This design comes from an exercise in tuning for small area and few clock cycles per item on the open sky130 flow, not from production work. The RTL was checked by simulation tests, not by an equivalence proof against the original design. Power and IR drop assume default switching activity.

== job 7511 ==
## lb_top
module lb_top (
    input  logic                             clk,
    input  logic                             rstn,
    input  logic [1:0]                       mode,
    input  logic [4-1:0]            s_arvalid,
    input  logic [4*48-1:0] s_araddr,
    output logic [4-1:0]            s_arready,
    output logic [4-1:0]            s_rvalid,
    output logic [4*64-1:0] s_rdata,
    input  logic [4-1:0]            s_rready,
    output logic [4-1:0]            m_arvalid,
    output logic [4*48-1:0] m_araddr,
    input  logic [4-1:0]            m_arready,
    input  logic [4-1:0]            m_rvalid,
    input  logic [4*64-1:0] m_rdata
);
Settings: LEC_CHECK=0, CAP_MARGIN=20, CORE_AREA=2 2 438 108, CTS_BUF_LIST=sky130_fd_sc_hd__clkbuf_2 sky130_fd_sc_hd__clkbuf_4 sky130_fd_sc_hd__clkbuf_8, DIE_AREA=0 0 440 110, SLEW_MARGIN=20; clock period 14.0 ns.
standard.sh (not shown) runs the stock make flow with config.mk's settings and CLKGATE_MAP_FILE= SYNTH_SCRIPT=/design/flow/synth_recipe.tcl, a recipe that flattens the netlist after the stock synthesis.
==> flow/flow/run.sh <==
#!/bin/bash
# standard layout, with the smallest buffer on every port instead of the
# resizer's default pick
set -o pipefail
cp standard.sh standard.sh.txt
export BUFFER_PORTS_ARGS="-buffer_cell sky130_fd_sc_hd__buf_1"
bash standard.sh > standard.log 2>&1
Job 7511 went all the way through the flow, and no timing, DRC or antenna check failed.
Testbench counts of job 7511, summed over its fixed seeds: cycles 2,412, items 4,800.
Relative to job 7511, the following input files were edited for job 2364:
# job 7511
export LEC_CHECK = 0
export CAP_MARGIN = 20
export CORE_AREA = 2 2 438 108
export CTS_BUF_LIST = sky130_fd_sc_hd__clkbuf_2 sky130_fd_sc_hd__clkbuf_4 sky130_fd_sc_hd__clkbuf_8
export DIE_AREA = 0 0 440 110
export SLEW_MARGIN = 20
create_clock -name core_clock -period 14.0 [get_ports {clk}]
# job 2364
export LEC_CHECK = 0
export CAP_MARGIN = 20
export CORE_MARGIN = 2
export CORE_UTILIZATION = 45
export SLEW_MARGIN = 20
create_clock -name core_clock -period 14.0 [get_ports {clk}]
==> flow/run.sh (new file) <==
#!/bin/bash
# synth_recipe.tcl (not shown) runs the flow's synth.tcl, then flattens the netlist and writes it again
# the make line also repeats each setting of config.mk as NAME=value (left out here)
make -C /OpenROAD-flow-scripts/flow DESIGN_CONFIG=/design/flow/config.mk WORK_HOME=/design/flow/orfs CLKGATE_MAP_FILE= SYNTH_SCRIPT=/design/flow/synth_recipe.tcl finish
removed: flow/flow/run.sh
removed: flow/standard.sh
==> results.txt <==
As far as area after synthesis goes, job 7511 and job 2364 are indistinguishable; the numbers are identical.
Diff job 7511..job 2364 | register area share after synthesis | unchanged
Job 2364 -> job 7511: cell count after synthesis delta 0, exact match
Initial standard-cell utilization of the core: lower on job 2364
For net count after synthesis, job 7511 and job 2364 come out practically identical.
Reported for job 2364 and job 7511, portion of netlist area occupied by mux cells turned out identical to the last digit.
In the flow results for job 2364 and job 7511, the die width is smaller on job 2364.
Job 2364 did not run to completion, as it errored out during 3_2_place_iop.
Job 2364 -> job 7511: post-synthesis average cell area delta 0, exact match
Count of standard-cell rows grows by more than 100% when moving from job 7511 to job 2364.
Height of the die (higher): job 2364
Comparing job 2364 against job 7511, there is no change at all in number of storage elements in the synthesis netlist.
Setup changes, job 2364 to job 567
# job 2364
export LEC_CHECK = 0
export CAP_MARGIN = 20
export CORE_MARGIN = 2
export CORE_UTILIZATION = 45
export SLEW_MARGIN = 20
create_clock -name core_clock -period 14.0 [get_ports {clk}]
# job 567
export LEC_CHECK = 0
export CAP_MARGIN = 20
export CORE_AREA = 2 2 438 108
export CTS_BUF_LIST = sky130_fd_sc_hd__clkbuf_8
export CTS_CLUSTER_DIAMETER = 50
export CTS_CLUSTER_SIZE = 15
export DIE_AREA = 0 0 440 110
export SLEW_MARGIN = 20
create_clock -name core_clock -period 14.0 [get_ports {clk}]
==> flow/flow/run.sh (new file) <==
#!/bin/bash
# standard layout, with the smallest buffer on every port instead of the
# resizer's default pick
set -o pipefail
cp standard.sh standard.sh.txt
export BUFFER_PORTS_ARGS="-buffer_cell sky130_fd_sc_hd__buf_1"
bash standard.sh > standard.log 2>&1
==> flow/standard.sh (new file) <==
#!/bin/bash
# synth_recipe.tcl (not shown) runs the flow's synth.tcl, then flattens the netlist and writes it again
# the make line also repeats each setting of config.mk as NAME=value (left out here)
make -C /OpenROAD-flow-scripts/flow DESIGN_CONFIG=/design/flow/config.mk WORK_HOME=/design/flow/orfs CLKGATE_MAP_FILE= SYNTH_SCRIPT=/design/flow/synth_recipe.tcl "${@:-finish}"
removed: flow/run.sh
### Flow results
Status for job 567 and job 2364: clean finish in job 567 only. Distinct cell type count of the synthesized netlist essentially unchanged between job 567 and job 2364. Diff job 2364 -> job 567: synthesized instance count held, effective utilization at floorplan increased 7.5 points.
Input-level comparison between job 9689 and job 567:
# job 567
export LEC_CHECK = 0
export CAP_MARGIN = 20
export CORE_AREA = 2 2 438 108
export CTS_BUF_LIST = sky130_fd_sc_hd__clkbuf_8
export CTS_CLUSTER_DIAMETER = 50
export CTS_CLUSTER_SIZE = 15
export DIE_AREA = 0 0 440 110
export SLEW_MARGIN = 20
create_clock -name core_clock -period 14.0 [get_ports {clk}]
# job 9689
export LEC_CHECK = 0
export CAP_MARGIN = 20
export CORE_AREA = 2 2 438 108
export CTS_BUF_LIST = sky130_fd_sc_hd__clkbuf_16
export CTS_CLUSTER_DIAMETER = 70
export CTS_CLUSTER_SIZE = 26
export DIE_AREA = 0 0 440 110
export SLEW_MARGIN = 20
create_clock -name core_clock -period 14.0 [get_ports {clk}]
Notes after the runs:
Delta (job 9689 minus job 567): clock buffer count went down 18, design internal power rose by about 1.4%, layout-stage area growth over the synthesis result roughly the same, first-iteration DRC count went up. Cell count (job 9689 over job 567): decrease, 26.

* * *

Setup of wip/lagoon:
Another version of the RTL of lb_top (not shown whole).
Size in the first run: about 790 cells after synthesis, roughly 260 flip-flops, about 930 I/O pins, roughly 0.010 mm2 of cells after synthesis.
clock: 14.0 ns
lec_check: 0
cap_margin: 20
core_area: 2 2 438 108
cts_buf_list: sky130_fd_sc_hd__clkbuf_8
cts_cluster_diameter: 60
cts_cluster_size: 18
die_area: 0 0 440 110
slew_margin: 20
==> flow/flow/run.sh <==
#!/bin/bash
# standard layout, with the smallest buffer on every port instead of the
# resizer's default pick
set -o pipefail
cp standard.sh standard.sh.txt
export BUFFER_PORTS_ARGS="-buffer_cell sky130_fd_sc_hd__buf_1"
bash standard.sh > standard.log 2>&1
wip/lagoon: flow completed, timing, DRC and antenna clean
Testbench counts of wip/lagoon, summed over its fixed seeds: cycles 4,208, items 4,800.
Inputs modified between wip/lagoon and wip/amber:
==> flow/config.mk <==
export PLATFORM = sky130hd
export DESIGN_NAME = lb_top
export DESIGN_NICKNAME = lb_top
export VERILOG_FILES = /design/flow/design.v
export SDC_FILE = /design/flow/constraint.sdc
export NUM_CORES = 4
export LEC_CHECK = 0
export CAP_MARGIN = 20
export CORE_AREA = 2 2 478 68
export CTS_BUF_LIST = sky130_fd_sc_hd__clkbuf_16
export CTS_CLUSTER_DIAMETER = 70
export CTS_CLUSTER_SIZE = 26
export DIE_AREA = 0 0 480 70
export SLEW_MARGIN = 20
--- outcome ---
Fraction of layout instances using a drive strength above 1 (higher): wip/lagoon. Sequential fraction of total cell area in wip/amber is 0.39 points higher than in wip/lagoon. In the tables for wip/amber and wip/lagoon, weighted congestion at the end of routability-driven global placement reads higher with wip/lagoon. Against wip/lagoon, wip/amber reports a worst ir drop on vdd that is higher. Comparing the two runs side by side, wip/amber comes out behind wip/lagoon on post-route worst setup slack. The final reports for wip/amber and wip/lagoon show amount of wire on met3 after detailed routing higher in the former. Timing-limited maximum frequency across wip/amber and wip/lagoon: no real change. Per the comparison of wip/amber with wip/lagoon, global-route wire length before repair decreased by 3.1% relative to the old numbers; ratio of total power to cell area increased by 5.8% relative to the old numbers; number of buffers other than clock buffers in the final layout closely matched the old numbers.
## Diff of input files: wip/yarrow against wip/amber
==> flow/config.mk <==
export PLATFORM = sky130hd
export DESIGN_NAME = lb_top
export DESIGN_NICKNAME = lb_top
export VERILOG_FILES = /design/flow/design.v
export SDC_FILE = /design/flow/constraint.sdc
export NUM_CORES = 4
export LEC_CHECK = 0
export CAP_MARGIN = 20
export CORE_AREA = 2 2 438 108
export CTS_BUF_LIST = sky130_fd_sc_hd__clkbuf_16
export CTS_CLUSTER_DIAMETER = 100
export CTS_CLUSTER_SIZE = 34
export DIE_AREA = 0 0 440 110
export SLEW_MARGIN = 20
--- outcome ---
As of wip/yarrow, final area had risen slightly compared to wip/amber.
wip/yarrow and wip/amber all finish clean.
From wip/amber to wip/yarrow the numbers moved as follows: worst hold slack grew by 0.010 ns; final cell count went up by 176.
For non-clock buffer count, wip/yarrow and wip/amber come out practically identical.

==> port drivers added, routing unchanged <==
The results above use ideal ports. As a check the final layouts listed here were re-extracted and re-timed, cells and wires unchanged. Step 1, drivers: a clkbuf_16 drives clk and a buf_2 each remaining input, both assumed. Step 2 also shifts input and output timing later by t, the mid clock arrival at the registers, as if the neighbouring blocks saw the same clock. Three values: ideal ports, drivers, drivers and shift; two values: the first two.
| run | shift t [ns] | setup WS [ns] | worst hold slack (ns) |
|---|---|---|---|
| job 7511 | 0.655 | 7.381 / 7.340 / 7.340 | 0.510 / 0.510 / 0.510 |
| job 567 | 0.639 | 7.375 / 7.333 / 7.333 | 0.518 / 0.518 / 0.518 |
| job 9689 | 0.622 | 7.381 / 7.339 / 7.339 | 0.519 / 0.519 / 0.519 |
| wip/lagoon | 0.588 | 7.203 / 7.179 / 7.179 | 0.483 / 0.483 / 0.483 |
| wip/amber | 0.520 | 7.193 / 7.170 / 7.170 | 0.476 / 0.476 / 0.476 |
| wip/yarrow | 0.534 | 7.247 / 7.223 / 7.223 | 0.486 / 0.486 / 0.486 |
After both steps every run listed still meets setup and hold.
